From an optimization exercise on the open Yosys and OpenROAD flow, aimed at small area, a short achievable clock period and few clock cycles per item; shortcuts taken in it are not production practice. Only simulation tests tie the RTL to the original design; equivalence was not proved. Power and IR drop assume default switching activity.

==> flow/design.v <==
module alu_exec_ctrl #(
  parameter int MUL_LAT = 3
) (
  input  logic        clk,
  input  logic        rst_n,
  input  logic        instr_valid,
  output logic        instr_ready,
  input  logic [31:0] instr,
  output logic        busy,
  output logic        done,
  output logic        illegal,
  output logic [4:0]  wb_addr,
  output logic [15:0] wb_data,
  output logic [15:0] sgpr_out,
  input  logic [4:0]  dbg_addr,
  output logic [15:0] dbg_data
);
  logic [15:0] gpr [32];
  logic [31:0] gv;
  logic [15:0] sgpr;
  logic        s1_v;
  logic [31:0] ir;
  logic [4:0]  s1_opc, rs1, rs2;
  logic        imm;
  assign s1_opc = ir[31:27];
  assign rs1    = ir[21:17];
  assign imm    = ir[16];
  assign rs2    = ir[15:11];
  logic        s2_v, s2_we, s2_mul, s2_fa, s2_fb;
  logic [4:0]  s2_opc, s2_rd;
  logic        s2_imm;
  logic [15:0] ra, rb;
  logic        s3_v, s3_we, s3_mul;
  logic [15:0] hs0, hs1, hi;
  logic        hc, s3_hc;
  assign hi = hs0 + hs1 + {15'd0, s3_hc};
  logic        stall;
  assign stall = s1_v && s1_opc == 5'd4 && s2_v && s2_we &&
                 (s2_rd == rs1 || (!imm && s2_rd == rs2));
  assign instr_ready = rst_n && !stall;
  logic [4:0]  addr_a;
  logic [31:0] sel_a, sel_b;
  logic [15:0] rd_a, rd_b;
  logic        w3a, w3b;
  assign addr_a = s1_v ? rs1 : dbg_addr;
  assign sel_a  = (s1_v ? (32'd1 << rs1) : (32'd1 << dbg_addr)) & gv;
  assign sel_b  = (32'd1 << rs2) & gv;
  always_comb begin
    rd_a = '0;
    rd_b = '0;
    for (int i = 0; i < 32; i++) begin
      rd_a = rd_a | (gpr[i] & {16{sel_a[i]}});
      rd_b = rd_b | (gpr[i] & {16{sel_b[i]}});
    end
  end
  assign dbg_data = rd_a;
  assign sgpr_out = sgpr;
  assign w3a      = s3_v && s3_we && wb_addr == rs1;
  assign w3b      = s3_v && s3_we && wb_addr == rs2;
  always_ff @(posedge clk) begin
    if (!stall) ir <= instr;
    s2_opc <= s1_opc;
    s2_rd  <= ir[26:22];
    s2_imm <= imm;
    s2_we  <= s1_opc <= 5'd11;
    s2_mul <= s1_opc == 5'd4;
    s2_fa  <= s2_v && s2_we && s2_rd == rs1;
    s2_fb  <= !imm && s2_v && s2_we && s2_rd == rs2;
    ra     <= w3a ? wb_data : rd_a;
    rb     <= imm ? ir[15:0] : w3b ? wb_data : rd_b;
  end
  logic [15:0] a, b, alu, sg, sum, mv, lo;
  logic [31:0] r0, r1;
  logic        sub;
  assign a = s2_fa ? wb_data : ra;
  assign b = s2_fb ? wb_data : rb;
  mul16_csa u_mul (.a(ra), .b(rb), .r0(r0), .r1(r1));
  assign {hc, lo} = {1'b0, r0[15:0]} + {1'b0, r1[15:0]};
  assign sg  = s3_v && s3_mul ? hi : sgpr;
  assign sub = s2_opc[0];
  assign sum = a + (b ^ {16{sub}}) + {15'd0, sub};
  assign mv  = s2_imm ? b : a;
  always_comb begin
    case (s2_opc)
      5'd0:    alu = sg;
      5'd1:    alu = mv;
      5'd2:    alu = sum;
      5'd3:    alu = sum;
      5'd5:    alu = a | b;
      5'd6:    alu = a & b;
      5'd7:    alu = a ^ b;
      5'd8:    alu = ~(a ^ b);
      5'd9:    alu = ~(a & b);
      5'd10:   alu = ~(a | b);
      5'd11:   alu = ~mv;
      default: alu = '0;
    endcase
  end
  always_ff @(posedge clk) begin
    s3_we   <= s2_we;
    s3_mul  <= s2_mul;
    wb_addr <= s2_rd;
    wb_data <= s2_mul ? lo : alu;
    hs0     <= r0[31:16];
    hs1     <= r1[31:16];
    s3_hc   <= hc;
    if (s3_v && s3_we) gpr[wb_addr] <= wb_data;
  end
  always_ff @(posedge clk or negedge rst_n)
    if (!rst_n) begin
      s1_v <= 1'b0;
      s2_v <= 1'b0;
      s3_v <= 1'b0;
      sgpr <= '0;
      gv   <= '0;
    end else begin
      s1_v <= stall || instr_valid;
      s2_v <= s1_v && !stall;
      s3_v <= s2_v;
      if (s3_v && s3_mul) sgpr <= hi;
      if (s3_v && s3_we) gv[wb_addr] <= 1'b1;
    end
  assign illegal = !s3_we;
  assign busy = s1_v || s2_v || s3_v;
  assign done = s3_v;
endmodule
module mul16_csa(input [15:0] a, input [15:0] b, output [31:0] r0, output [31:0] r1);
  wire pp0_0 = a[0] & b[0];
  wire pp0_1 = a[1] & b[0];
  wire pp0_2 = a[2] & b[0];
  wire pp0_3 = a[3] & b[0];
  wire pp0_4 = a[4] & b[0];
  wire pp0_5 = a[5] & b[0];
  wire pp0_6 = a[6] & b[0];
  wire pp0_7 = a[7] & b[0];
  wire pp0_8 = a[8] & b[0];
  wire pp0_9 = a[9] & b[0];
  wire pp0_10 = a[10] & b[0];
  wire pp0_11 = a[11] & b[0];
  wire pp0_12 = a[12] & b[0];
  wire pp0_13 = a[13] & b[0];
  wire pp0_14 = a[14] & b[0];
  wire pp0_15 = a[15] & b[0];
  wire pp1_0 = a[0] & b[1];
  wire pp1_1 = a[1] & b[1];
  wire pp1_2 = a[2] & b[1];
  wire pp1_3 = a[3] & b[1];
  wire pp1_4 = a[4] & b[1];
  wire pp1_5 = a[5] & b[1];
  wire pp1_6 = a[6] & b[1];
  wire pp1_7 = a[7] & b[1];
  wire pp1_8 = a[8] & b[1];
  wire pp1_9 = a[9] & b[1];
  wire pp1_10 = a[10] & b[1];
  wire pp1_11 = a[11] & b[1];
  wire pp1_12 = a[12] & b[1];
  wire pp1_13 = a[13] & b[1];
  wire pp1_14 = a[14] & b[1];
  wire pp1_15 = a[15] & b[1];
  wire pp2_0 = a[0] & b[2];
  wire pp2_1 = a[1] & b[2];
  wire pp2_2 = a[2] & b[2];
  wire pp2_3 = a[3] & b[2];
  wire pp2_4 = a[4] & b[2];
  wire pp2_5 = a[5] & b[2];
  wire pp2_6 = a[6] & b[2];
  wire pp2_7 = a[7] & b[2];
  wire pp2_8 = a[8] & b[2];
  wire pp2_9 = a[9] & b[2];
  wire pp2_10 = a[10] & b[2];
  wire pp2_11 = a[11] & b[2];
  wire pp2_12 = a[12] & b[2];
  wire pp2_13 = a[13] & b[2];
  wire pp2_14 = a[14] & b[2];
  wire pp2_15 = a[15] & b[2];
  wire pp3_0 = a[0] & b[3];
  wire pp3_1 = a[1] & b[3];
  wire pp3_2 = a[2] & b[3];
  wire pp3_3 = a[3] & b[3];
  wire pp3_4 = a[4] & b[3];
  wire pp3_5 = a[5] & b[3];
  wire pp3_6 = a[6] & b[3];
  wire pp3_7 = a[7] & b[3];
  wire pp3_8 = a[8] & b[3];
  wire pp3_9 = a[9] & b[3];
  wire pp3_10 = a[10] & b[3];
  wire pp3_11 = a[11] & b[3];
  wire pp3_12 = a[12] & b[3];
  wire pp3_13 = a[13] & b[3];
  wire pp3_14 = a[14] & b[3];
  wire pp3_15 = a[15] & b[3];
  wire pp4_0 = a[0] & b[4];
  wire pp4_1 = a[1] & b[4];
  wire pp4_2 = a[2] & b[4];
  wire pp4_3 = a[3] & b[4];
  wire pp4_4 = a[4] & b[4];
  wire pp4_5 = a[5] & b[4];
  wire pp4_6 = a[6] & b[4];
  wire pp4_7 = a[7] & b[4];
  wire pp4_8 = a[8] & b[4];
  wire pp4_9 = a[9] & b[4];
  wire pp4_10 = a[10] & b[4];
  wire pp4_11 = a[11] & b[4];
  wire pp4_12 = a[12] & b[4];
  wire pp4_13 = a[13] & b[4];
  wire pp4_14 = a[14] & b[4];
  wire pp4_15 = a[15] & b[4];
  wire pp5_0 = a[0] & b[5];
  wire pp5_1 = a[1] & b[5];
  wire pp5_2 = a[2] & b[5];
  wire pp5_3 = a[3] & b[5];
  wire pp5_4 = a[4] & b[5];
  wire pp5_5 = a[5] & b[5];
  wire pp5_6 = a[6] & b[5];
  wire pp5_7 = a[7] & b[5];
  wire pp5_8 = a[8] & b[5];
  wire pp5_9 = a[9] & b[5];
  wire pp5_10 = a[10] & b[5];
  wire pp5_11 = a[11] & b[5];
  wire pp5_12 = a[12] & b[5];
  wire pp5_13 = a[13] & b[5];
  wire pp5_14 = a[14] & b[5];
  wire pp5_15 = a[15] & b[5];
  wire pp6_0 = a[0] & b[6];
  wire pp6_1 = a[1] & b[6];
  wire pp6_2 = a[2] & b[6];
  wire pp6_3 = a[3] & b[6];
  wire pp6_4 = a[4] & b[6];
  wire pp6_5 = a[5] & b[6];
  wire pp6_6 = a[6] & b[6];
  wire pp6_7 = a[7] & b[6];
  wire pp6_8 = a[8] & b[6];
  wire pp6_9 = a[9] & b[6];
  wire pp6_10 = a[10] & b[6];
  wire pp6_11 = a[11] & b[6];
  wire pp6_12 = a[12] & b[6];
  wire pp6_13 = a[13] & b[6];
  wire pp6_14 = a[14] & b[6];
  wire pp6_15 = a[15] & b[6];
  wire pp7_0 = a[0] & b[7];
  wire pp7_1 = a[1] & b[7];
  wire pp7_2 = a[2] & b[7];
  wire pp7_3 = a[3] & b[7];
  wire pp7_4 = a[4] & b[7];
  wire pp7_5 = a[5] & b[7];
  wire pp7_6 = a[6] & b[7];
  wire pp7_7 = a[7] & b[7];
  wire pp7_8 = a[8] & b[7];
  wire pp7_9 = a[9] & b[7];
  wire pp7_10 = a[10] & b[7];
  wire pp7_11 = a[11] & b[7];
  wire pp7_12 = a[12] & b[7];
  wire pp7_13 = a[13] & b[7];
  wire pp7_14 = a[14] & b[7];
  wire pp7_15 = a[15] & b[7];
  wire pp8_0 = a[0] & b[8];
  wire pp8_1 = a[1] & b[8];
  wire pp8_2 = a[2] & b[8];
  wire pp8_3 = a[3] & b[8];
  wire pp8_4 = a[4] & b[8];
  wire pp8_5 = a[5] & b[8];
  wire pp8_6 = a[6] & b[8];
  wire pp8_7 = a[7] & b[8];
  wire pp8_8 = a[8] & b[8];
  wire pp8_9 = a[9] & b[8];
  wire pp8_10 = a[10] & b[8];
  wire pp8_11 = a[11] & b[8];
  wire pp8_12 = a[12] & b[8];
  wire pp8_13 = a[13] & b[8];
  wire pp8_14 = a[14] & b[8];
  wire pp8_15 = a[15] & b[8];
  wire pp9_0 = a[0] & b[9];
  wire pp9_1 = a[1] & b[9];
  wire pp9_2 = a[2] & b[9];
  wire pp9_3 = a[3] & b[9];
  wire pp9_4 = a[4] & b[9];
  wire pp9_5 = a[5] & b[9];
  wire pp9_6 = a[6] & b[9];
  wire pp9_7 = a[7] & b[9];
  wire pp9_8 = a[8] & b[9];
  wire pp9_9 = a[9] & b[9];
  wire pp9_10 = a[10] & b[9];
  wire pp9_11 = a[11] & b[9];
  wire pp9_12 = a[12] & b[9];
  wire pp9_13 = a[13] & b[9];
  wire pp9_14 = a[14] & b[9];
  wire pp9_15 = a[15] & b[9];
  wire pp10_0 = a[0] & b[10];
  wire pp10_1 = a[1] & b[10];
  wire pp10_2 = a[2] & b[10];
  wire pp10_3 = a[3] & b[10];
  wire pp10_4 = a[4] & b[10];
  wire pp10_5 = a[5] & b[10];
  wire pp10_6 = a[6] & b[10];
  wire pp10_7 = a[7] & b[10];
  wire pp10_8 = a[8] & b[10];
  wire pp10_9 = a[9] & b[10];
  wire pp10_10 = a[10] & b[10];
  wire pp10_11 = a[11] & b[10];
  wire pp10_12 = a[12] & b[10];
  wire pp10_13 = a[13] & b[10];
  wire pp10_14 = a[14] & b[10];
  wire pp10_15 = a[15] & b[10];
  wire pp11_0 = a[0] & b[11];
  wire pp11_1 = a[1] & b[11];
  wire pp11_2 = a[2] & b[11];
  wire pp11_3 = a[3] & b[11];
  wire pp11_4 = a[4] & b[11];
  wire pp11_5 = a[5] & b[11];
  wire pp11_6 = a[6] & b[11];
  wire pp11_7 = a[7] & b[11];
  wire pp11_8 = a[8] & b[11];
  wire pp11_9 = a[9] & b[11];
  wire pp11_10 = a[10] & b[11];
  wire pp11_11 = a[11] & b[11];
  wire pp11_12 = a[12] & b[11];
  wire pp11_13 = a[13] & b[11];
  wire pp11_14 = a[14] & b[11];
  wire pp11_15 = a[15] & b[11];
  wire pp12_0 = a[0] & b[12];
  wire pp12_1 = a[1] & b[12];
  wire pp12_2 = a[2] & b[12];
  wire pp12_3 = a[3] & b[12];
  wire pp12_4 = a[4] & b[12];
  wire pp12_5 = a[5] & b[12];
  wire pp12_6 = a[6] & b[12];
  wire pp12_7 = a[7] & b[12];
  wire pp12_8 = a[8] & b[12];
  wire pp12_9 = a[9] & b[12];
  wire pp12_10 = a[10] & b[12];
  wire pp12_11 = a[11] & b[12];
  wire pp12_12 = a[12] & b[12];
  wire pp12_13 = a[13] & b[12];
  wire pp12_14 = a[14] & b[12];
  wire pp12_15 = a[15] & b[12];
  wire pp13_0 = a[0] & b[13];
  wire pp13_1 = a[1] & b[13];
  wire pp13_2 = a[2] & b[13];
  wire pp13_3 = a[3] & b[13];
  wire pp13_4 = a[4] & b[13];
  wire pp13_5 = a[5] & b[13];
  wire pp13_6 = a[6] & b[13];
  wire pp13_7 = a[7] & b[13];
  wire pp13_8 = a[8] & b[13];
  wire pp13_9 = a[9] & b[13];
  wire pp13_10 = a[10] & b[13];
  wire pp13_11 = a[11] & b[13];
  wire pp13_12 = a[12] & b[13];
  wire pp13_13 = a[13] & b[13];
  wire pp13_14 = a[14] & b[13];
  wire pp13_15 = a[15] & b[13];
  wire pp14_0 = a[0] & b[14];
  wire pp14_1 = a[1] & b[14];
  wire pp14_2 = a[2] & b[14];
  wire pp14_3 = a[3] & b[14];
  wire pp14_4 = a[4] & b[14];
  wire pp14_5 = a[5] & b[14];
  wire pp14_6 = a[6] & b[14];
  wire pp14_7 = a[7] & b[14];
  wire pp14_8 = a[8] & b[14];
  wire pp14_9 = a[9] & b[14];
  wire pp14_10 = a[10] & b[14];
  wire pp14_11 = a[11] & b[14];
  wire pp14_12 = a[12] & b[14];
  wire pp14_13 = a[13] & b[14];
  wire pp14_14 = a[14] & b[14];
  wire pp14_15 = a[15] & b[14];
  wire pp15_0 = a[0] & b[15];
  wire pp15_1 = a[1] & b[15];
  wire pp15_2 = a[2] & b[15];
  wire pp15_3 = a[3] & b[15];
  wire pp15_4 = a[4] & b[15];
  wire pp15_5 = a[5] & b[15];
  wire pp15_6 = a[6] & b[15];
  wire pp15_7 = a[7] & b[15];
  wire pp15_8 = a[8] & b[15];
  wire pp15_9 = a[9] & b[15];
  wire pp15_10 = a[10] & b[15];
  wire pp15_11 = a[11] & b[15];
  wire pp15_12 = a[12] & b[15];
  wire pp15_13 = a[13] & b[15];
  wire pp15_14 = a[14] & b[15];
  wire pp15_15 = a[15] & b[15];
  wire s0 = pp0_13 ^ pp1_12;
  wire c0 = pp0_13 & pp1_12;
  wire s1 = pp0_14 ^ pp1_13 ^ pp2_12;
  wire c1 = (pp0_14 & pp1_13) | (pp0_14 & pp2_12) | (pp1_13 & pp2_12);
  wire s2 = pp3_11 ^ pp4_10;
  wire c2 = pp3_11 & pp4_10;
  wire s3 = pp0_15 ^ pp1_14 ^ pp2_13;
  wire c3 = (pp0_15 & pp1_14) | (pp0_15 & pp2_13) | (pp1_14 & pp2_13);
  wire s4 = pp3_12 ^ pp4_11 ^ pp5_10;
  wire c4 = (pp3_12 & pp4_11) | (pp3_12 & pp5_10) | (pp4_11 & pp5_10);
  wire s5 = pp6_9 ^ pp7_8;
  wire c5 = pp6_9 & pp7_8;
  wire s6 = pp1_15 ^ pp2_14 ^ pp3_13;
  wire c6 = (pp1_15 & pp2_14) | (pp1_15 & pp3_13) | (pp2_14 & pp3_13);
  wire s7 = pp4_12 ^ pp5_11 ^ pp6_10;
  wire c7 = (pp4_12 & pp5_11) | (pp4_12 & pp6_10) | (pp5_11 & pp6_10);
  wire s8 = pp7_9 ^ pp8_8;
  wire c8 = pp7_9 & pp8_8;
  wire s9 = pp2_15 ^ pp3_14 ^ pp4_13;
  wire c9 = (pp2_15 & pp3_14) | (pp2_15 & pp4_13) | (pp3_14 & pp4_13);
  wire s10 = pp5_12 ^ pp6_11 ^ pp7_10;
  wire c10 = (pp5_12 & pp6_11) | (pp5_12 & pp7_10) | (pp6_11 & pp7_10);
  wire s11 = pp3_15 ^ pp4_14 ^ pp5_13;
  wire c11 = (pp3_15 & pp4_14) | (pp3_15 & pp5_13) | (pp4_14 & pp5_13);
  wire s12 = pp0_9 ^ pp1_8;
  wire c12 = pp0_9 & pp1_8;
  wire s13 = pp0_10 ^ pp1_9 ^ pp2_8;
  wire c13 = (pp0_10 & pp1_9) | (pp0_10 & pp2_8) | (pp1_9 & pp2_8);
  wire s14 = pp3_7 ^ pp4_6;
  wire c14 = pp3_7 & pp4_6;
  wire s15 = pp0_11 ^ pp1_10 ^ pp2_9;
  wire c15 = (pp0_11 & pp1_10) | (pp0_11 & pp2_9) | (pp1_10 & pp2_9);
  wire s16 = pp3_8 ^ pp4_7 ^ pp5_6;
  wire c16 = (pp3_8 & pp4_7) | (pp3_8 & pp5_6) | (pp4_7 & pp5_6);
  wire s17 = pp6_5 ^ pp7_4;
  wire c17 = pp6_5 & pp7_4;
  wire s18 = pp0_12 ^ pp1_11 ^ pp2_10;
  wire c18 = (pp0_12 & pp1_11) | (pp0_12 & pp2_10) | (pp1_11 & pp2_10);
  wire s19 = pp3_9 ^ pp4_8 ^ pp5_7;
  wire c19 = (pp3_9 & pp4_8) | (pp3_9 & pp5_7) | (pp4_8 & pp5_7);
  wire s20 = pp6_6 ^ pp7_5 ^ pp8_4;
  wire c20 = (pp6_6 & pp7_5) | (pp6_6 & pp8_4) | (pp7_5 & pp8_4);
  wire s21 = pp9_3 ^ pp10_2;
  wire c21 = pp9_3 & pp10_2;
  wire s22 = pp2_11 ^ pp3_10 ^ pp4_9;
  wire c22 = (pp2_11 & pp3_10) | (pp2_11 & pp4_9) | (pp3_10 & pp4_9);
  wire s23 = pp5_8 ^ pp6_7 ^ pp7_6;
  wire c23 = (pp5_8 & pp6_7) | (pp5_8 & pp7_6) | (pp6_7 & pp7_6);
  wire s24 = pp8_5 ^ pp9_4 ^ pp10_3;
  wire c24 = (pp8_5 & pp9_4) | (pp8_5 & pp10_3) | (pp9_4 & pp10_3);
  wire s25 = pp11_2 ^ pp12_1 ^ pp13_0;
  wire c25 = (pp11_2 & pp12_1) | (pp11_2 & pp13_0) | (pp12_1 & pp13_0);
  wire s26 = pp5_9 ^ pp6_8 ^ pp7_7;
  wire c26 = (pp5_9 & pp6_8) | (pp5_9 & pp7_7) | (pp6_8 & pp7_7);
  wire s27 = pp8_6 ^ pp9_5 ^ pp10_4;
  wire c27 = (pp8_6 & pp9_5) | (pp8_6 & pp10_4) | (pp9_5 & pp10_4);
  wire s28 = pp11_3 ^ pp12_2 ^ pp13_1;
  wire c28 = (pp11_3 & pp12_2) | (pp11_3 & pp13_1) | (pp12_2 & pp13_1);
  wire s29 = pp14_0 ^ s1 ^ s2;
  wire c29 = (pp14_0 & s1) | (pp14_0 & s2) | (s1 & s2);
  wire s30 = pp8_7 ^ pp9_6 ^ pp10_5;
  wire c30 = (pp8_7 & pp9_6) | (pp8_7 & pp10_5) | (pp9_6 & pp10_5);
  wire s31 = pp11_4 ^ pp12_3 ^ pp13_2;
  wire c31 = (pp11_4 & pp12_3) | (pp11_4 & pp13_2) | (pp12_3 & pp13_2);
  wire s32 = pp14_1 ^ pp15_0 ^ s3;
  wire c32 = (pp14_1 & pp15_0) | (pp14_1 & s3) | (pp15_0 & s3);
  wire s33 = s4 ^ s5 ^ c1;
  wire c33 = (s4 & s5) | (s4 & c1) | (s5 & c1);
  wire s34 = pp9_7 ^ pp10_6 ^ pp11_5;
  wire c34 = (pp9_7 & pp10_6) | (pp9_7 & pp11_5) | (pp10_6 & pp11_5);
  wire s35 = pp12_4 ^ pp13_3 ^ pp14_2;
  wire c35 = (pp12_4 & pp13_3) | (pp12_4 & pp14_2) | (pp13_3 & pp14_2);
  wire s36 = pp15_1 ^ s6 ^ s7;
  wire c36 = (pp15_1 & s6) | (pp15_1 & s7) | (s6 & s7);
  wire s37 = s8 ^ c3 ^ c4;
  wire c37 = (s8 & c3) | (s8 & c4) | (c3 & c4);
  wire s38 = pp8_9 ^ pp9_8 ^ pp10_7;
  wire c38 = (pp8_9 & pp9_8) | (pp8_9 & pp10_7) | (pp9_8 & pp10_7);
  wire s39 = pp11_6 ^ pp12_5 ^ pp13_4;
  wire c39 = (pp11_6 & pp12_5) | (pp11_6 & pp13_4) | (pp12_5 & pp13_4);
  wire s40 = pp14_3 ^ pp15_2 ^ s9;
  wire c40 = (pp14_3 & pp15_2) | (pp14_3 & s9) | (pp15_2 & s9);
  wire s41 = s10 ^ c6 ^ c7;
  wire c41 = (s10 & c6) | (s10 & c7) | (c6 & c7);
  wire s42 = pp6_12 ^ pp7_11 ^ pp8_10;
  wire c42 = (pp6_12 & pp7_11) | (pp6_12 & pp8_10) | (pp7_11 & pp8_10);
  wire s43 = pp9_9 ^ pp10_8 ^ pp11_7;
  wire c43 = (pp9_9 & pp10_8) | (pp9_9 & pp11_7) | (pp10_8 & pp11_7);
  wire s44 = pp12_6 ^ pp13_5 ^ pp14_4;
  wire c44 = (pp12_6 & pp13_5) | (pp12_6 & pp14_4) | (pp13_5 & pp14_4);
  wire s45 = pp15_3 ^ s11 ^ c9;
  wire c45 = (pp15_3 & s11) | (pp15_3 & c9) | (s11 & c9);
  wire s46 = pp4_15 ^ pp5_14 ^ pp6_13;
  wire c46 = (pp4_15 & pp5_14) | (pp4_15 & pp6_13) | (pp5_14 & pp6_13);
  wire s47 = pp7_12 ^ pp8_11 ^ pp9_10;
  wire c47 = (pp7_12 & pp8_11) | (pp7_12 & pp9_10) | (pp8_11 & pp9_10);
  wire s48 = pp10_9 ^ pp11_8 ^ pp12_7;
  wire c48 = (pp10_9 & pp11_8) | (pp10_9 & pp12_7) | (pp11_8 & pp12_7);
  wire s49 = pp13_6 ^ pp14_5 ^ pp15_4;
  wire c49 = (pp13_6 & pp14_5) | (pp13_6 & pp15_4) | (pp14_5 & pp15_4);
  wire s50 = pp5_15 ^ pp6_14 ^ pp7_13;
  wire c50 = (pp5_15 & pp6_14) | (pp5_15 & pp7_13) | (pp6_14 & pp7_13);
  wire s51 = pp8_12 ^ pp9_11 ^ pp10_10;
  wire c51 = (pp8_12 & pp9_11) | (pp8_12 & pp10_10) | (pp9_11 & pp10_10);
  wire s52 = pp11_9 ^ pp12_8 ^ pp13_7;
  wire c52 = (pp11_9 & pp12_8) | (pp11_9 & pp13_7) | (pp12_8 & pp13_7);
  wire s53 = pp6_15 ^ pp7_14 ^ pp8_13;
  wire c53 = (pp6_15 & pp7_14) | (pp6_15 & pp8_13) | (pp7_14 & pp8_13);
  wire s54 = pp9_12 ^ pp10_11 ^ pp11_10;
  wire c54 = (pp9_12 & pp10_11) | (pp9_12 & pp11_10) | (pp10_11 & pp11_10);
  wire s55 = pp7_15 ^ pp8_14 ^ pp9_13;
  wire c55 = (pp7_15 & pp8_14) | (pp7_15 & pp9_13) | (pp8_14 & pp9_13);
  wire s56 = pp0_6 ^ pp1_5;
  wire c56 = pp0_6 & pp1_5;
  wire s57 = pp0_7 ^ pp1_6 ^ pp2_5;
  wire c57 = (pp0_7 & pp1_6) | (pp0_7 & pp2_5) | (pp1_6 & pp2_5);
  wire s58 = pp3_4 ^ pp4_3;
  wire c58 = pp3_4 & pp4_3;
  wire s59 = pp0_8 ^ pp1_7 ^ pp2_6;
  wire c59 = (pp0_8 & pp1_7) | (pp0_8 & pp2_6) | (pp1_7 & pp2_6);
  wire s60 = pp3_5 ^ pp4_4 ^ pp5_3;
  wire c60 = (pp3_5 & pp4_4) | (pp3_5 & pp5_3) | (pp4_4 & pp5_3);
  wire s61 = pp6_2 ^ pp7_1;
  wire c61 = pp6_2 & pp7_1;
  wire s62 = pp2_7 ^ pp3_6 ^ pp4_5;
  wire c62 = (pp2_7 & pp3_6) | (pp2_7 & pp4_5) | (pp3_6 & pp4_5);
  wire s63 = pp5_4 ^ pp6_3 ^ pp7_2;
  wire c63 = (pp5_4 & pp6_3) | (pp5_4 & pp7_2) | (pp6_3 & pp7_2);
  wire s64 = pp8_1 ^ pp9_0 ^ s12;
  wire c64 = (pp8_1 & pp9_0) | (pp8_1 & s12) | (pp9_0 & s12);
  wire s65 = pp5_5 ^ pp6_4 ^ pp7_3;
  wire c65 = (pp5_5 & pp6_4) | (pp5_5 & pp7_3) | (pp6_4 & pp7_3);
  wire s66 = pp8_2 ^ pp9_1 ^ pp10_0;
  wire c66 = (pp8_2 & pp9_1) | (pp8_2 & pp10_0) | (pp9_1 & pp10_0);
  wire s67 = s13 ^ s14 ^ c12;
  wire c67 = (s13 & s14) | (s13 & c12) | (s14 & c12);
  wire s68 = pp8_3 ^ pp9_2 ^ pp10_1;
  wire c68 = (pp8_3 & pp9_2) | (pp8_3 & pp10_1) | (pp9_2 & pp10_1);
  wire s69 = pp11_0 ^ s15 ^ s16;
  wire c69 = (pp11_0 & s15) | (pp11_0 & s16) | (s15 & s16);
  wire s70 = s17 ^ c13 ^ c14;
  wire c70 = (s17 & c13) | (s17 & c14) | (c13 & c14);
  wire s71 = pp11_1 ^ pp12_0 ^ s18;
  wire c71 = (pp11_1 & pp12_0) | (pp11_1 & s18) | (pp12_0 & s18);
  wire s72 = s19 ^ s20 ^ s21;
  wire c72 = (s19 & s20) | (s19 & s21) | (s20 & s21);
  wire s73 = c15 ^ c16 ^ c17;
  wire c73 = (c15 & c16) | (c15 & c17) | (c16 & c17);
  wire s74 = s0 ^ s22 ^ s23;
  wire c74 = (s0 & s22) | (s0 & s23) | (s22 & s23);
  wire s75 = s24 ^ s25 ^ c18;
  wire c75 = (s24 & s25) | (s24 & c18) | (s25 & c18);
  wire s76 = c19 ^ c20 ^ c21;
  wire c76 = (c19 & c20) | (c19 & c21) | (c20 & c21);
  wire s77 = c0 ^ s26 ^ s27;
  wire c77 = (c0 & s26) | (c0 & s27) | (s26 & s27);
  wire s78 = s28 ^ s29 ^ c22;
  wire c78 = (s28 & s29) | (s28 & c22) | (s29 & c22);
  wire s79 = c23 ^ c24 ^ c25;
  wire c79 = (c23 & c24) | (c23 & c25) | (c24 & c25);
  wire s80 = c2 ^ s30 ^ s31;
  wire c80 = (c2 & s30) | (c2 & s31) | (s30 & s31);
  wire s81 = s32 ^ s33 ^ c26;
  wire c81 = (s32 & s33) | (s32 & c26) | (s33 & c26);
  wire s82 = c27 ^ c28 ^ c29;
  wire c82 = (c27 & c28) | (c27 & c29) | (c28 & c29);
  wire s83 = c5 ^ s34 ^ s35;
  wire c83 = (c5 & s34) | (c5 & s35) | (s34 & s35);
  wire s84 = s36 ^ s37 ^ c30;
  wire c84 = (s36 & s37) | (s36 & c30) | (s37 & c30);
  wire s85 = c31 ^ c32 ^ c33;
  wire c85 = (c31 & c32) | (c31 & c33) | (c32 & c33);
  wire s86 = c8 ^ s38 ^ s39;
  wire c86 = (c8 & s38) | (c8 & s39) | (s38 & s39);
  wire s87 = s40 ^ s41 ^ c34;
  wire c87 = (s40 & s41) | (s40 & c34) | (s41 & c34);
  wire s88 = c35 ^ c36 ^ c37;
  wire c88 = (c35 & c36) | (c35 & c37) | (c36 & c37);
  wire s89 = c10 ^ s42 ^ s43;
  wire c89 = (c10 & s42) | (c10 & s43) | (s42 & s43);
  wire s90 = s44 ^ s45 ^ c38;
  wire c90 = (s44 & s45) | (s44 & c38) | (s45 & c38);
  wire s91 = c39 ^ c40 ^ c41;
  wire c91 = (c39 & c40) | (c39 & c41) | (c40 & c41);
  wire s92 = c11 ^ s46 ^ s47;
  wire c92 = (c11 & s46) | (c11 & s47) | (s46 & s47);
  wire s93 = s48 ^ s49 ^ c42;
  wire c93 = (s48 & s49) | (s48 & c42) | (s49 & c42);
  wire s94 = c43 ^ c44 ^ c45;
  wire c94 = (c43 & c44) | (c43 & c45) | (c44 & c45);
  wire s95 = pp14_6 ^ pp15_5 ^ s50;
  wire c95 = (pp14_6 & pp15_5) | (pp14_6 & s50) | (pp15_5 & s50);
  wire s96 = s51 ^ s52 ^ c46;
  wire c96 = (s51 & s52) | (s51 & c46) | (s52 & c46);
  wire s97 = c47 ^ c48 ^ c49;
  wire c97 = (c47 & c48) | (c47 & c49) | (c48 & c49);
  wire s98 = pp12_9 ^ pp13_8 ^ pp14_7;
  wire c98 = (pp12_9 & pp13_8) | (pp12_9 & pp14_7) | (pp13_8 & pp14_7);
  wire s99 = pp15_6 ^ s53 ^ s54;
  wire c99 = (pp15_6 & s53) | (pp15_6 & s54) | (s53 & s54);
  wire s100 = c50 ^ c51 ^ c52;
  wire c100 = (c50 & c51) | (c50 & c52) | (c51 & c52);
  wire s101 = pp10_12 ^ pp11_11 ^ pp12_10;
  wire c101 = (pp10_12 & pp11_11) | (pp10_12 & pp12_10) | (pp11_11 & pp12_10);
  wire s102 = pp13_9 ^ pp14_8 ^ pp15_7;
  wire c102 = (pp13_9 & pp14_8) | (pp13_9 & pp15_7) | (pp14_8 & pp15_7);
  wire s103 = s55 ^ c53 ^ c54;
  wire c103 = (s55 & c53) | (s55 & c54) | (c53 & c54);
  wire s104 = pp8_15 ^ pp9_14 ^ pp10_13;
  wire c104 = (pp8_15 & pp9_14) | (pp8_15 & pp10_13) | (pp9_14 & pp10_13);
  wire s105 = pp11_12 ^ pp12_11 ^ pp13_10;
  wire c105 = (pp11_12 & pp12_11) | (pp11_12 & pp13_10) | (pp12_11 & pp13_10);
  wire s106 = pp14_9 ^ pp15_8 ^ c55;
  wire c106 = (pp14_9 & pp15_8) | (pp14_9 & c55) | (pp15_8 & c55);
  wire s107 = pp9_15 ^ pp10_14 ^ pp11_13;
  wire c107 = (pp9_15 & pp10_14) | (pp9_15 & pp11_13) | (pp10_14 & pp11_13);
  wire s108 = pp12_12 ^ pp13_11 ^ pp14_10;
  wire c108 = (pp12_12 & pp13_11) | (pp12_12 & pp14_10) | (pp13_11 & pp14_10);
  wire s109 = pp10_15 ^ pp11_14 ^ pp12_13;
  wire c109 = (pp10_15 & pp11_14) | (pp10_15 & pp12_13) | (pp11_14 & pp12_13);
  wire s110 = pp0_4 ^ pp1_3;
  wire c110 = pp0_4 & pp1_3;
  wire s111 = pp0_5 ^ pp1_4 ^ pp2_3;
  wire c111 = (pp0_5 & pp1_4) | (pp0_5 & pp2_3) | (pp1_4 & pp2_3);
  wire s112 = pp3_2 ^ pp4_1;
  wire c112 = pp3_2 & pp4_1;
  wire s113 = pp2_4 ^ pp3_3 ^ pp4_2;
  wire c113 = (pp2_4 & pp3_3) | (pp2_4 & pp4_2) | (pp3_3 & pp4_2);
  wire s114 = pp5_1 ^ pp6_0 ^ s56;
  wire c114 = (pp5_1 & pp6_0) | (pp5_1 & s56) | (pp6_0 & s56);
  wire s115 = pp5_2 ^ pp6_1 ^ pp7_0;
  wire c115 = (pp5_2 & pp6_1) | (pp5_2 & pp7_0) | (pp6_1 & pp7_0);
  wire s116 = s57 ^ s58 ^ c56;
  wire c116 = (s57 & s58) | (s57 & c56) | (s58 & c56);
  wire s117 = pp8_0 ^ s59 ^ s60;
  wire c117 = (pp8_0 & s59) | (pp8_0 & s60) | (s59 & s60);
  wire s118 = s61 ^ c57 ^ c58;
  wire c118 = (s61 & c57) | (s61 & c58) | (c57 & c58);
  wire s119 = s62 ^ s63 ^ s64;
  wire c119 = (s62 & s63) | (s62 & s64) | (s63 & s64);
  wire s120 = c59 ^ c60 ^ c61;
  wire c120 = (c59 & c60) | (c59 & c61) | (c60 & c61);
  wire s121 = s65 ^ s66 ^ s67;
  wire c121 = (s65 & s66) | (s65 & s67) | (s66 & s67);
  wire s122 = c62 ^ c63 ^ c64;
  wire c122 = (c62 & c63) | (c62 & c64) | (c63 & c64);
  wire s123 = s68 ^ s69 ^ s70;
  wire c123 = (s68 & s69) | (s68 & s70) | (s69 & s70);
  wire s124 = c65 ^ c66 ^ c67;
  wire c124 = (c65 & c66) | (c65 & c67) | (c66 & c67);
  wire s125 = s71 ^ s72 ^ s73;
  wire c125 = (s71 & s72) | (s71 & s73) | (s72 & s73);
  wire s126 = c68 ^ c69 ^ c70;
  wire c126 = (c68 & c69) | (c68 & c70) | (c69 & c70);
  wire s127 = s74 ^ s75 ^ s76;
  wire c127 = (s74 & s75) | (s74 & s76) | (s75 & s76);
  wire s128 = c71 ^ c72 ^ c73;
  wire c128 = (c71 & c72) | (c71 & c73) | (c72 & c73);
  wire s129 = s77 ^ s78 ^ s79;
  wire c129 = (s77 & s78) | (s77 & s79) | (s78 & s79);
  wire s130 = c74 ^ c75 ^ c76;
  wire c130 = (c74 & c75) | (c74 & c76) | (c75 & c76);
  wire s131 = s80 ^ s81 ^ s82;
  wire c131 = (s80 & s81) | (s80 & s82) | (s81 & s82);
  wire s132 = c77 ^ c78 ^ c79;
  wire c132 = (c77 & c78) | (c77 & c79) | (c78 & c79);
  wire s133 = s83 ^ s84 ^ s85;
  wire c133 = (s83 & s84) | (s83 & s85) | (s84 & s85);
  wire s134 = c80 ^ c81 ^ c82;
  wire c134 = (c80 & c81) | (c80 & c82) | (c81 & c82);
  wire s135 = s86 ^ s87 ^ s88;
  wire c135 = (s86 & s87) | (s86 & s88) | (s87 & s88);
  wire s136 = c83 ^ c84 ^ c85;
  wire c136 = (c83 & c84) | (c83 & c85) | (c84 & c85);
  wire s137 = s89 ^ s90 ^ s91;
  wire c137 = (s89 & s90) | (s89 & s91) | (s90 & s91);
  wire s138 = c86 ^ c87 ^ c88;
  wire c138 = (c86 & c87) | (c86 & c88) | (c87 & c88);
  wire s139 = s92 ^ s93 ^ s94;
  wire c139 = (s92 & s93) | (s92 & s94) | (s93 & s94);
  wire s140 = c89 ^ c90 ^ c91;
  wire c140 = (c89 & c90) | (c89 & c91) | (c90 & c91);
  wire s141 = s95 ^ s96 ^ s97;
  wire c141 = (s95 & s96) | (s95 & s97) | (s96 & s97);
  wire s142 = c92 ^ c93 ^ c94;
  wire c142 = (c92 & c93) | (c92 & c94) | (c93 & c94);
  wire s143 = s98 ^ s99 ^ s100;
  wire c143 = (s98 & s99) | (s98 & s100) | (s99 & s100);
  wire s144 = c95 ^ c96 ^ c97;
  wire c144 = (c95 & c96) | (c95 & c97) | (c96 & c97);
  wire s145 = s101 ^ s102 ^ s103;
  wire c145 = (s101 & s102) | (s101 & s103) | (s102 & s103);
  wire s146 = c98 ^ c99 ^ c100;
  wire c146 = (c98 & c99) | (c98 & c100) | (c99 & c100);
  wire s147 = s104 ^ s105 ^ s106;
  wire c147 = (s104 & s105) | (s104 & s106) | (s105 & s106);
  wire s148 = c101 ^ c102 ^ c103;
  wire c148 = (c101 & c102) | (c101 & c103) | (c102 & c103);
  wire s149 = pp15_9 ^ s107 ^ s108;
  wire c149 = (pp15_9 & s107) | (pp15_9 & s108) | (s107 & s108);
  wire s150 = c104 ^ c105 ^ c106;
  wire c150 = (c104 & c105) | (c104 & c106) | (c105 & c106);
  wire s151 = pp13_12 ^ pp14_11 ^ pp15_10;
  wire c151 = (pp13_12 & pp14_11) | (pp13_12 & pp15_10) | (pp14_11 & pp15_10);
  wire s152 = s109 ^ c107 ^ c108;
  wire c152 = (s109 & c107) | (s109 & c108) | (c107 & c108);
  wire s153 = pp11_15 ^ pp12_14 ^ pp13_13;
  wire c153 = (pp11_15 & pp12_14) | (pp11_15 & pp13_13) | (pp12_14 & pp13_13);
  wire s154 = pp14_12 ^ pp15_11 ^ c109;
  wire c154 = (pp14_12 & pp15_11) | (pp14_12 & c109) | (pp15_11 & c109);
  wire s155 = pp12_15 ^ pp13_14 ^ pp14_13;
  wire c155 = (pp12_15 & pp13_14) | (pp12_15 & pp14_13) | (pp13_14 & pp14_13);
  wire s156 = pp0_3 ^ pp1_2;
  wire c156 = pp0_3 & pp1_2;
  wire s157 = pp2_2 ^ pp3_1 ^ pp4_0;
  wire c157 = (pp2_2 & pp3_1) | (pp2_2 & pp4_0) | (pp3_1 & pp4_0);
  wire s158 = pp5_0 ^ s111 ^ s112;
  wire c158 = (pp5_0 & s111) | (pp5_0 & s112) | (s111 & s112);
  wire s159 = s113 ^ s114 ^ c111;
  wire c159 = (s113 & s114) | (s113 & c111) | (s114 & c111);
  wire s160 = s115 ^ s116 ^ c113;
  wire c160 = (s115 & s116) | (s115 & c113) | (s116 & c113);
  wire s161 = s117 ^ s118 ^ c115;
  wire c161 = (s117 & s118) | (s117 & c115) | (s118 & c115);
  wire s162 = s119 ^ s120 ^ c117;
  wire c162 = (s119 & s120) | (s119 & c117) | (s120 & c117);
  wire s163 = s121 ^ s122 ^ c119;
  wire c163 = (s121 & s122) | (s121 & c119) | (s122 & c119);
  wire s164 = s123 ^ s124 ^ c121;
  wire c164 = (s123 & s124) | (s123 & c121) | (s124 & c121);
  wire s165 = s125 ^ s126 ^ c123;
  wire c165 = (s125 & s126) | (s125 & c123) | (s126 & c123);
  wire s166 = s127 ^ s128 ^ c125;
  wire c166 = (s127 & s128) | (s127 & c125) | (s128 & c125);
  wire s167 = s129 ^ s130 ^ c127;
  wire c167 = (s129 & s130) | (s129 & c127) | (s130 & c127);
  wire s168 = s131 ^ s132 ^ c129;
  wire c168 = (s131 & s132) | (s131 & c129) | (s132 & c129);
  wire s169 = s133 ^ s134 ^ c131;
  wire c169 = (s133 & s134) | (s133 & c131) | (s134 & c131);
  wire s170 = s135 ^ s136 ^ c133;
  wire c170 = (s135 & s136) | (s135 & c133) | (s136 & c133);
  wire s171 = s137 ^ s138 ^ c135;
  wire c171 = (s137 & s138) | (s137 & c135) | (s138 & c135);
  wire s172 = s139 ^ s140 ^ c137;
  wire c172 = (s139 & s140) | (s139 & c137) | (s140 & c137);
  wire s173 = s141 ^ s142 ^ c139;
  wire c173 = (s141 & s142) | (s141 & c139) | (s142 & c139);
  wire s174 = s143 ^ s144 ^ c141;
  wire c174 = (s143 & s144) | (s143 & c141) | (s144 & c141);
  wire s175 = s145 ^ s146 ^ c143;
  wire c175 = (s145 & s146) | (s145 & c143) | (s146 & c143);
  wire s176 = s147 ^ s148 ^ c145;
  wire c176 = (s147 & s148) | (s147 & c145) | (s148 & c145);
  wire s177 = s149 ^ s150 ^ c147;
  wire c177 = (s149 & s150) | (s149 & c147) | (s150 & c147);
  wire s178 = s151 ^ s152 ^ c149;
  wire c178 = (s151 & s152) | (s151 & c149) | (s152 & c149);
  wire s179 = s153 ^ s154 ^ c151;
  wire c179 = (s153 & s154) | (s153 & c151) | (s154 & c151);
  wire s180 = pp15_12 ^ s155 ^ c153;
  wire c180 = (pp15_12 & s155) | (pp15_12 & c153) | (s155 & c153);
  wire s181 = pp13_15 ^ pp14_14 ^ pp15_13;
  wire c181 = (pp13_15 & pp14_14) | (pp13_15 & pp15_13) | (pp14_14 & pp15_13);
  wire s182 = pp0_2 ^ pp1_1;
  wire c182 = pp0_2 & pp1_1;
  wire s183 = pp2_1 ^ pp3_0 ^ s156;
  wire c183 = (pp2_1 & pp3_0) | (pp2_1 & s156) | (pp3_0 & s156);
  wire s184 = s110 ^ s157 ^ c156;
  wire c184 = (s110 & s157) | (s110 & c156) | (s157 & c156);
  wire s185 = c110 ^ s158 ^ c157;
  wire c185 = (c110 & s158) | (c110 & c157) | (s158 & c157);
  wire s186 = c112 ^ s159 ^ c158;
  wire c186 = (c112 & s159) | (c112 & c158) | (s159 & c158);
  wire s187 = c114 ^ s160 ^ c159;
  wire c187 = (c114 & s160) | (c114 & c159) | (s160 & c159);
  wire s188 = c116 ^ s161 ^ c160;
  wire c188 = (c116 & s161) | (c116 & c160) | (s161 & c160);
  wire s189 = c118 ^ s162 ^ c161;
  wire c189 = (c118 & s162) | (c118 & c161) | (s162 & c161);
  wire s190 = c120 ^ s163 ^ c162;
  wire c190 = (c120 & s163) | (c120 & c162) | (s163 & c162);
  wire s191 = c122 ^ s164 ^ c163;
  wire c191 = (c122 & s164) | (c122 & c163) | (s164 & c163);
  wire s192 = c124 ^ s165 ^ c164;
  wire c192 = (c124 & s165) | (c124 & c164) | (s165 & c164);
  wire s193 = c126 ^ s166 ^ c165;
  wire c193 = (c126 & s166) | (c126 & c165) | (s166 & c165);
  wire s194 = c128 ^ s167 ^ c166;
  wire c194 = (c128 & s167) | (c128 & c166) | (s167 & c166);
  wire s195 = c130 ^ s168 ^ c167;
  wire c195 = (c130 & s168) | (c130 & c167) | (s168 & c167);
  wire s196 = c132 ^ s169 ^ c168;
  wire c196 = (c132 & s169) | (c132 & c168) | (s169 & c168);
  wire s197 = c134 ^ s170 ^ c169;
  wire c197 = (c134 & s170) | (c134 & c169) | (s170 & c169);
  wire s198 = c136 ^ s171 ^ c170;
  wire c198 = (c136 & s171) | (c136 & c170) | (s171 & c170);
  wire s199 = c138 ^ s172 ^ c171;
  wire c199 = (c138 & s172) | (c138 & c171) | (s172 & c171);
  wire s200 = c140 ^ s173 ^ c172;
  wire c200 = (c140 & s173) | (c140 & c172) | (s173 & c172);
  wire s201 = c142 ^ s174 ^ c173;
  wire c201 = (c142 & s174) | (c142 & c173) | (s174 & c173);
  wire s202 = c144 ^ s175 ^ c174;
  wire c202 = (c144 & s175) | (c144 & c174) | (s175 & c174);
  wire s203 = c146 ^ s176 ^ c175;
  wire c203 = (c146 & s176) | (c146 & c175) | (s176 & c175);
  wire s204 = c148 ^ s177 ^ c176;
  wire c204 = (c148 & s177) | (c148 & c176) | (s177 & c176);
  wire s205 = c150 ^ s178 ^ c177;
  wire c205 = (c150 & s178) | (c150 & c177) | (s178 & c177);
  wire s206 = c152 ^ s179 ^ c178;
  wire c206 = (c152 & s179) | (c152 & c178) | (s179 & c178);
  wire s207 = c154 ^ s180 ^ c179;
  wire c207 = (c154 & s180) | (c154 & c179) | (s180 & c179);
  wire s208 = c155 ^ s181 ^ c180;
  wire c208 = (c155 & s181) | (c155 & c180) | (s181 & c180);
  wire s209 = pp14_15 ^ pp15_14 ^ c181;
  wire c209 = (pp14_15 & pp15_14) | (pp14_15 & c181) | (pp15_14 & c181);
  assign r0 = {1'b0, pp15_15, s209, s208, s207, s206, s205, s204, s203, s202, s201, s200, s199, s198, s197, s196, s195, s194, s193, s192, s191, s190, s189, s188, s187, s186, s185, s184, s183, pp2_0, pp0_1, pp0_0};
  assign r1 = {1'b0, c209, c208, c207, c206, c205, c204, c203, c202, c201, c200, c199, c198, c197, c196, c195, c194, c193, c192, c191, c190, c189, c188, c187, c186, c185, c184, c183, c182, s182, pp1_0, 1'b0};
endmodule
==> flow/flow/run.sh <==
#!/bin/bash
set -o pipefail
cp standard.sh standard_sh_copy.log
export CTS_ARGS="-sink_clustering_enable -repair_clock_nets -dont_use_dummy_load"
bash standard.sh > standard_flow.log 2>&1
==> flow/standard.sh <==
#!/bin/bash
# synth_recipe.tcl (not shown) runs the flow's synth.tcl, then flattens the netlist and writes it again
# the make line also repeats each setting of config.mk as NAME=value (left out here)
make -C /OpenROAD-flow-scripts/flow DESIGN_CONFIG=/design/flow/config.mk WORK_HOME=/design/flow/orfs CLKGATE_MAP_FILE= SYNTH_SCRIPT=/design/flow/synth_recipe.tcl "${@:-finish}"
==> flow/config.mk <==
export PLATFORM = sky130hd
export DESIGN_NAME = alu_exec_ctrl
export DESIGN_NICKNAME = alu_exec_ctrl
export VERILOG_FILES = /design/flow/design.v
export SDC_FILE = /design/flow/constraint.sdc
export NUM_CORES = 4
export LEC_CHECK = 0
export CAP_MARGIN = 5
export CORE_MARGIN = 2
export CORE_UTILIZATION = 60
export PLACE_DENSITY = 0.75
export SETUP_SLACK_MARGIN = 4
export SLEW_MARGIN = 5
export TNS_END_PERCENT = 5
==> flow/constraint.sdc <==
create_clock -name core_clock -period 10.0 [get_ports {clk}]
set_input_delay 2.0000 -clock core_clock [delete_from_list [all_inputs] [get_ports {clk}]]
set_output_delay 2.0000 -clock core_clock [all_outputs]
set_load 0.01 [all_outputs]
==> results of run 1 <==
[synthesized netlist by cell type (5+ instances only)]
cell and n:
a211oi_1 18, a21o_1 48, a21oi_1 65, a221oi_1 56, a221oi_2 10, a22o_1 60
a22oi_1 400, and2_1 215, and3_1 69, buf_1 6, buf_2 21, buf_6 9
clkbuf_1 176, dfrtp_1 51, dfxtp_1 101, edfxtp_1 544, fa_1 199, ha_1 94
inv_1 245, mux2_2 35, mux2i_1 32, nand2_1 141, nand2b_1 13, nand3_1 59
nand3b_1 7, nand4_1 98, nor2_1 103, nor2b_1 10, nor3_1 13, nor3b_1 6
nor4_1 23, o211ai_1 7, o21a_1 5, o21ai_0 60, o21ai_1 14, o21bai_1 7
o22ai_1 14, or4_1 7, or4_4 8, xnor2_1 46, xor2_1 30
[area by class of cell]
type                            instances  area share, %
Clock buffer                           73           4.19
Inverter                              245           2.11
Tap cell                              846           2.43
Sequential cell                       696           45.0
Timing Repair Buffer                  273           6.21
Antenna cell                            6         0.0344
Multi-Input combinational cell       2029           40.0
[where the power goes]
part           switching, mW  internal (mW)  leakage, nW
logic                  0.787          0.506         9.12
clock network           1.06           1.28        0.900
registers              0.177           3.27         6.56
[final timing paths]
check	start	end	slack [ns]	cells after the start
setup / recovery	dbg_addr[3]	dbg_data[7]	3.70	10
hold / removal	ir[25]	s2_rd[3]	0.34	0
hold reg to reg	ir[25]	s2_rd[3]	0.34	0
min in group asynchronous	rst_n	gv[15]	1.54	2
setup reg to reg	ra[8]	wb_data[15]	4.47	17
max in group asynchronous	rst_n	sgpr[13]	7.93	2
[routing by layer]
layer | track usage (%) | wire length, um | share of wire [%] | up-vias
met3 | 22.9 | 27400 | 17 | 1151
met1 | 56.6 | 50300 | 32 | 15163
met2 | 68.9 | 65500 | 41 | 3321
met5 | 0.365 | 164 | 0.10 | -
li1 | - | - | - | 12057
met4 | 33.3 | 15700 | 9.9 | 12
[stage by stage]
step,total power [mW],hold slack (ns),std cells
6_report,7.08,0.336,4168
5_1_grt,7.28,0.353,4162
3_3_place_gp,4.68,0.328,4017
4_1_cts,7.01,0.342,4158
2_1_floorplan,4.22,0.323,3182
3_5_place_dp,4.72,0.329,4017
[logic make-up (layout without fill, tap and decap cells)]
| family | after synthesis | count (layout) |
|---|---|---|
| multiplexers | 69 | 69 |
| adder cells (fa/ha/maj) | 293 | 293 |
| AO/OA/AOI/OAI | 802 | 802 |
| AND/OR/NAND/NOR | 789 | 789 |
| XOR/XNOR | 76 | 76 |
| other | 0 | 6 |
| buffers and inverters | 457 | 591 |
| flip-flops | 696 | 696 |
[state kept, by name, summed over array words and instances (netlist names), 15 cells and up]
register / flops
gpr: 512
gv: 32
ir: 32
ra: 16
rb: 16
sgpr: 16
wb_data: 16
hs0: 15
hs1: 15
[repair_timing]
| item | in CTS | in global routing |
|---|---|---|
| buffers inserted | 65 | 4 |
| setup endpoints to repair | 16 | 16 |
| gates resized for setup | 243 | 11 |
| gates cloned | 3 | 0 |
| pin swaps | 42 | 15 |
==> summary.txt, run 1 <==
Timing
  – Tightest Pin Transition: about 1.4 ns
  – RSZ-0062 raised after global routing: yes
  – Max Slew Vio Count: 0
  – Final WS setup: between 3 and 4 ns
  – Setup skew after layout: between 0.08 and 0.09 ns
  – Max-slew headroom: about 6.4%
  – Fmax: approximately 160 MHz
  – Setup violators final: 0
  – Tcrit/Tclk final: 63.0%
  – Period minus WS final: about 6.3 ns
  – Fin Setup TNS: 0 ns
  – Final hold violations: 0

Global route
  – First-pass GRT wire length: 221000 um
  – Total track usage: 47.9%
  – Largest net degree at the start of global routing: 53
  – Remaining global-route overflow: 0
  – Vias in the first global route: around 31000
  – Initial antenna violation count: 9

Yosys
  – Top-area cell type share of the netlist area: a little over two fifths
  – Synth Register Bits: 696
  – Syn Inst Count: ~3200
  – Simple-Gate Fraction of Synth Area: between 10% and 20%
  – Post-synth ARST share: 7.33%
  – Top_reg_cell synth: edfxtp_1
  – Multiplexer fraction of the synthesized cell area: 1.97%
  – Mapped Area: 38300 sq um
  – Cells taking the most area after synthesis: edfxtp_1 43%, fa_1 10%, a22oi_1 7.8%
  – Synth Area in Compound Gates: between 15 and 20%
  – Post-synth top area cell: edfxtp_1
  – Post-synthesis adder-cell area fraction: a little over an eighth
  – Post-synthesis sequential area ratio: just over 50%
  – Synth Warn #: 1
  – Syn_nets: between 3000 and 4000
  – XOR/XNOR Fraction of Synth Area: 1.74%
  – Post-synth EDFFs: ~540
  – Largest family of logic cells by synthesized area: compound AO/OA/AOI/OAI gates
  – Synth Area per Inst: approximately 12 sq um
  – Yosys cell types: 66

Clocking
  – Worst-Skew Late Latency: about 0.66 ns
  – Worst-path clk slew: about 0.06 ns
  – Max clock buf depth: 3
  – Hold-fix buffers, CTS: 0
  – Num CTS Buffers: 73
  – CTS tree: yes
  – CTS Root Cell: clkbuf_16
  – H-tree depth: 3
  – Clock sinks: 696

Critical path
  – Crit-path max FO: 9
  – Required @ worst endpoint: 8.00 ns
  – Cell family with the largest share of critical-path delay: simple AND/OR/NAND/NOR gates
  – Crit end category: primary output
  – Crit-path cells: clkdlybuf4s15_2, or3b_4, a21oi_4, and3_4, buf_12, buf_4, a221oi_2, nand3_1, or4_4, buf_6
  – Critical setup path kind: input port to primary output
  – CP max stage cell: or4_4
  – CP bufs+invs: 4
  – Crit path launch type: input port
  – Max incr delay on CP: roughly 0.59 ns
  – WP data arrival: ~4.3 ns

Floorplan
  – Die ar.: about 66000 sq um
  – Initial Utilization: roughly three fifths
  – I/O pin count: 97
  – Rows: 92
  – Core footprint: between 60000 and 70000 sq um
  – Vertical die dimension: 257 um
  – Die X: 257 um

Placement
  – HPWL Detailed: between 90000 and 100000 um
  – Dpl cell area: just over 40000 sq um
  – Pre-CTS WS: ~2.4 ns
  – GP Congestion: between 1 and 1.5
  – IO buf count: 96

Min path
  – Hold crit path type: flop to flop

Routing
  – DR vias: roughly 32000
  – Via density: ~7.6
  – Starting DRC count in detailed routing: 5977
  – Detailed Routing Iterations Pass 1: 9
  – Antenna-violating nets left: 0
  – Post-Route WL: 159000 um
  – # DRC: 0
  – Average wire per standard cell: about 38 um

Final layout
  – Area Overhead vs Synth: 14.0%
  – Storage cell area: roughly 20000 sq um
  – Most common cell after layout, fill and taps aside: edfxtp_1
  – Layout fillers: approximately 4500
  – Design area: around 44000 sq um
  – Final core occ: roughly 69%
  – Commonest non-fill, non-tap cells in the layout: 544 x edfxtp_1, 400 x a22oi_1, 244 x inv_1
  – Footprint of the multi-input gates: between 15000 and 20000 sq um
  – Layout Nets: about 3700
  – Layout cells sized above 1: 13.4%

Flow run
  – Max-cap violation count: 0

Status
  – Status: finished clean

Power and ir drop
  – P per Cell Area: around 160 nW/um^2
  – Worst IR Drop VDD: between 0.15 and 0.2 mV
  – Leakage: between 15 and 20 nW
Testbench counts, summed over its fixed seeds: cycles 32,137, instrs 32,000.
==> run 2, diff against run 1 <==
==> flow/flow/run.sh (replaced) <==
#!/bin/bash
set -o pipefail
export CTS_ARGS="-sink_clustering_enable -repair_clock_nets -dont_use_dummy_load"
export BUFFER_PORTS_ARGS="-buffer_cell sky130_fd_sc_hd__buf_1"
bash standard.sh > standard_flow.log 2>&1
--- a/flow/config.mk
+++ b/flow/config.mk
@@ -7,3 +7,3 @@
 export LEC_CHECK = 0
-export CAP_MARGIN = 5
+export CAP_MARGIN = 20
 export CORE_MARGIN = 2
@@ -12,3 +12,3 @@
 export SETUP_SLACK_MARGIN = 4
-export SLEW_MARGIN = 5
+export SLEW_MARGIN = 20
 export TNS_END_PERCENT = 5
==> run 2 against run 1 <==
Net effect:
- via count is 0.55% lower
- non-clock buffer count is 63 lower
- sequential share of layout area is 1.5 points higher
- synthesized cell count stayed put
- final cell count is 1.4% lower
- register-to-register slack worse by 0.06 ns
- die area stayed put
- clock skew is 0.014 ns higher
- still clean
- hold slack better by 0.0070 ns
- largest power group unchanged
==> summary.txt, run 2 <==
Status
  – Status: finished clean

Final layout
  – Biggest regs: gpr (512), gv (32), ir (32)
  – Most common cell after layout, fill and taps aside: edfxtp_1
  – Max FFs per register: 512 (unchanged)
  – Layout Nets: 3590 (-1.7%)
  – Biggest register: gpr
  – Layout fillers: 4759 (+5.7%)
  – Final core occ: 66.9% (-2.2 points)
  – Commonest non-fill, non-tap cells in the layout: 544 x edfxtp_1, 400 x a22oi_1, 244 x inv_1
  – Area Overhead vs Synth: 10.3%
  – Layout cells sized above 1: 10.5% (-2.9 points)

Timing
  – Tcrit/Tclk final: 62.4% (-0.56 points)
  – Tightest Pin Transition: 1.34 ns (-0.0462 ns)
  – Fmax: 160 MHz (+0.90%)
  – Setup violators final: 0 (unchanged)
  – Setup skew after layout: 0.0955 ns (+0.0138 ns)
  – Final hold violations: 0 (unchanged)
  – Max-slew headroom: 9.52% (+3.1 points)
  – Fin Setup TNS: 0 ns (unchanged)
  – RSZ-0062 raised after global routing: yes
  – Period minus WS final: 6.24 ns (-0.0561 ns)
  – Max Slew Vio Count: 0 (unchanged)

Yosys
  – Synth Area in Compound Gates: 15.5% (unchanged)
  – Synth cell count leaders: 544 x edfxtp_1, 400 x a22oi_1, 245 x inv_1
  – Post-synth ARST share: 7.33% (unchanged)
  – Synth Warn #: 1 (unchanged)
  – Largest family of logic cells by synthesized area: compound AO/OA/AOI/OAI gates
  – Yosys cell types: 66 (unchanged)
  – Syn_nets: 3515 (unchanged)
  – Syn Inst Count: 3182 (unchanged)
  – Synth Area per Inst: 12.0 sq um (unchanged)
  – Mapped Area: 38300 sq um (unchanged)
  – Cells taking the most area after synthesis: edfxtp_1 43%, fa_1 10%, a22oi_1 7.8%
  – Post-synth top area cell: edfxtp_1
  – Top_reg_cell synth: edfxtp_1
  – Top-area cell type share of the netlist area: 42.7% (unchanged)
  – Synth Register Bits: 696 (unchanged)
  – XOR/XNOR Fraction of Synth Area: 1.74% (unchanged)
  – Post-synthesis sequential area ratio: 51.3% (unchanged)
  – Most common cell in the netlist: edfxtp_1
  – Post-synthesis adder-cell area fraction: 13.5% (unchanged)
  – Multiplexer fraction of the synthesized cell area: 1.97% (unchanged)
  – Simple-Gate Fraction of Synth Area: 11.3% (unchanged)
  – Post-synth EDFFs: 544 (unchanged)

Power and ir drop
  – Portion of total power attributed to the clock network: 33.4% (+0.4 points)
  – Leakage: 16.0 nW (-3.6%)
  – Switching share of power: 28.5% (about the same)
  – Power Internal: 5.03 mW (-0.60%)
  – Switch Pwr: 2.01 mW (-0.58%)
  – P per Cell Area: 167 nW/um^2 (+2.8%)
  – Sequential fraction of design power: 49.0% (+0.3 points)
  – Worst IR Drop VDD: 0.165 mV (+9.5%)
  – Gate power share: 17.7% (-0.6 points)

Clocking
  – Num CTS Buffers: 74 (+1.4%)
  – Clock sinks: 696 (unchanged)
  – Worst-path clk slew: 0.06 ns (about the same)
  – Worst-Skew Late Latency: 0.65 ns (about the same)
  – H-tree depth: 3 (unchanged)
  – CTS Root Cell: clkbuf_16
  – CTS tree: yes
  – Max clock buf depth: 3 (unchanged)

Floorplan
  – I/O pin count: 97 (unchanged)
  – Die X: 257 um (unchanged)
  – Rows: 92 (unchanged)
  – Vertical die dimension: 257 um (unchanged)
  – Core footprint: 63100 sq um (unchanged)
  – Initial Utilization: 60.6% (unchanged)
  – Die ar.: 65800 sq um (unchanged)

Critical path
  – WP data arrival: 4.24 ns (-0.06 ns)
  – Critical setup path kind: input port to primary output
  – Crit path launch type: input port
  – Crit end category: primary output
  – Required @ worst endpoint: 8.00 ns (about the same)
  – Crit-path max FO: 16 (+7)

Routing
  – Via density: 7.68 (+0.90%)
  – # DRC: 0 (unchanged)
  – DR vias: 31529 (-0.55%)
  – Antenna-violating nets left: 0 (unchanged)
  – Average wire per standard cell: 37.7 um (-1.3%)
  – Post-Route WL: 155000 um (-2.7%)
  – Detailed Routing Iterations Pass 1: 13 (+4)
  – Starting DRC count in detailed routing: 6201 (+3.7%)

Min path
  – Hold crit path type: flop to flop

Placement
  – IO buf count: 96 (unchanged)
  – GP Congestion: 1.02 (-1.3%)
  – HPWL Detailed: 91800 um (-1.9%)

Global route
  – Initial antenna violation count: 12 (+3)
  – Vias in the first global route: 30865 (-1.2%)
  – Largest net degree at the start of global routing: 53 (unchanged)
  – First-pass GRT wire length: 217000 um (-2.1%)
  – Total track usage: 46.6% (-1.3 points)
  – Remaining global-route overflow: 0 (unchanged)

Flow run
  – Max-cap violation count: 0 (unchanged)
[run 2: cell types whose count changed in the layout (fill, tap and decap cells not counted), moves of 4 or more]
cell,change
buf_6,-7
buf_1,+83
a221oi_2,-11
buf_4,-47
buf_8,+7
clkdlybuf4s50_1,-74
and3_4,-19
and3_1,+21
buf_12,-21
a21oi_4,-4
a221oi_1,+11
[run 2: timing repair]
action | CTS | global route
setup endpoints to repair | 16 | 16
pin swaps | 12 | 4
resized for setup | 87 | 21
buffers inserted | 7 | 0
hold buffers | 0 | 0
gates cloned | 1 | 0
[run 2: worst paths after layout]
| check | startpoint | cells past startpoint | slack (ns) | end |
|---|---|---|---|---|
| setup / recovery | dbg_addr[4] | 9 | 3.76 | dbg_data[7] |
| hold / removal | ir[24] | 0 | 0.34 | s2_rd[2] |
| setup reg to reg | ra[8] | 17 | 4.41 | wb_data[15] |
| hold reg to reg | ir[24] | 0 | 0.34 | s2_rd[2] |
| min in group asynchronous | rst_n | 2 | 1.53 | s1_v |
| max in group asynchronous | rst_n | 2 | 7.92 | gv[26] |
[run 2: logic make-up (layout without fill, tap and decap cells)]
logic type                 count (synthesis)  in the layout
AOI/OAI and AO/OA                        802            803
and+or+nand+nor                          789            789
DFF                                      696            696
buffers and inverters                    457            529
adders and majority gates                293            293
xor gates and xnor gates                  76             76
muxes                                     69             69
other                                      0              7
[run 2: metrics by stage]
step	instance area (sq um)	setup slack, ns	instances	power, mW	hold WS, ns
floorplan	38300	4.30	3182	4.22	0.323
global placement	39800	3.53	4019	4.64	0.329
detailed placement	39800	3.40	4019	4.69	0.334
CTS	42100	3.85	4101	6.99	0.346
global route	42200	3.75	4101	7.25	0.347
finish	42200	3.76	4108	7.03	0.343
[run 2: layer usage]
metal | wire length (um) | track usage [%]
met5 | 57 | 0.146
met4 | 15000 | 32.1
met3 | 26100 | 22.2
met2 | 64100 | 67.1
met1 | 49600 | 55.2
[run 2: power by group through the flow]
stage | Clock (mW) | Sequential [mW] | Combinational (mW)
floorplan | 0 | 3.43 | 0.790
global placement | 0 | 3.49 | 1.15
detailed placement | 0 | 3.49 | 1.20
CTS | 2.34 | 3.44 | 1.21
global route | 2.45 | 3.45 | 1.36
finish | 2.35 | 3.45 | 1.24
[run 2: final cells by class]
| class | count | area, sq um | share of cell area, % |
|---|---|---|---|
| Clock buffer | 74 | 1850 | 4.39 |
| Inverter | 245 | 922 | 2.19 |
| Timing Repair Buffer | 210 | 1450 | 3.43 |
| Antenna cell | 7 | 17.5 | 0.0415 |
| Multi-Input combinational cell | 2030 | 17200 | 40.9 |
| Sequential cell | 696 | 19600 | 46.6 |
| Tap cell | 846 | 1060 | 2.51 |
[run 2: worst max-delay path, stage by stage]
cell	delay, ns
buf_2	0.12
mux2i_4	0.27
a21oi_2	0.11
and3_1	0.21
buf_4	0.28
a221oi_1	0.34
nand3_1	0.10
or4_4	0.61
buf_6	0.16

==> afterwards: timing with drivers on the ports <==
In the flow no input, the clock included, has a driving cell. The finished layouts below were timed again as built, in two steps. Step 1, drivers: a clkbuf_16 drives clk and a buf_2 each remaining input, both assumed. Step 2 moves the port delays by t, midway between the first and last clock arrival at a register: inputs arrive t later, outputs are due t later. That takes back most of the time a late clock gives input paths. a / b / c = no drivers / after step 1 / after step 2; a / b = the first two.
| run | shift t [ns] | setup WS [ns] | cell pins on the clock port's net |
|---|---|---|---|
| run 1 | 0.685 | 3.704 / 3.647 / 3.647 | 1 |
| run 2 | 0.669 | 3.760 / 3.722 / 3.722 | 1 |
After both steps setup and hold are still met in every run listed. The setup slack of run 1, which loses most, moves by -0.057 ns with the drivers and by -0.057 ns with both steps.
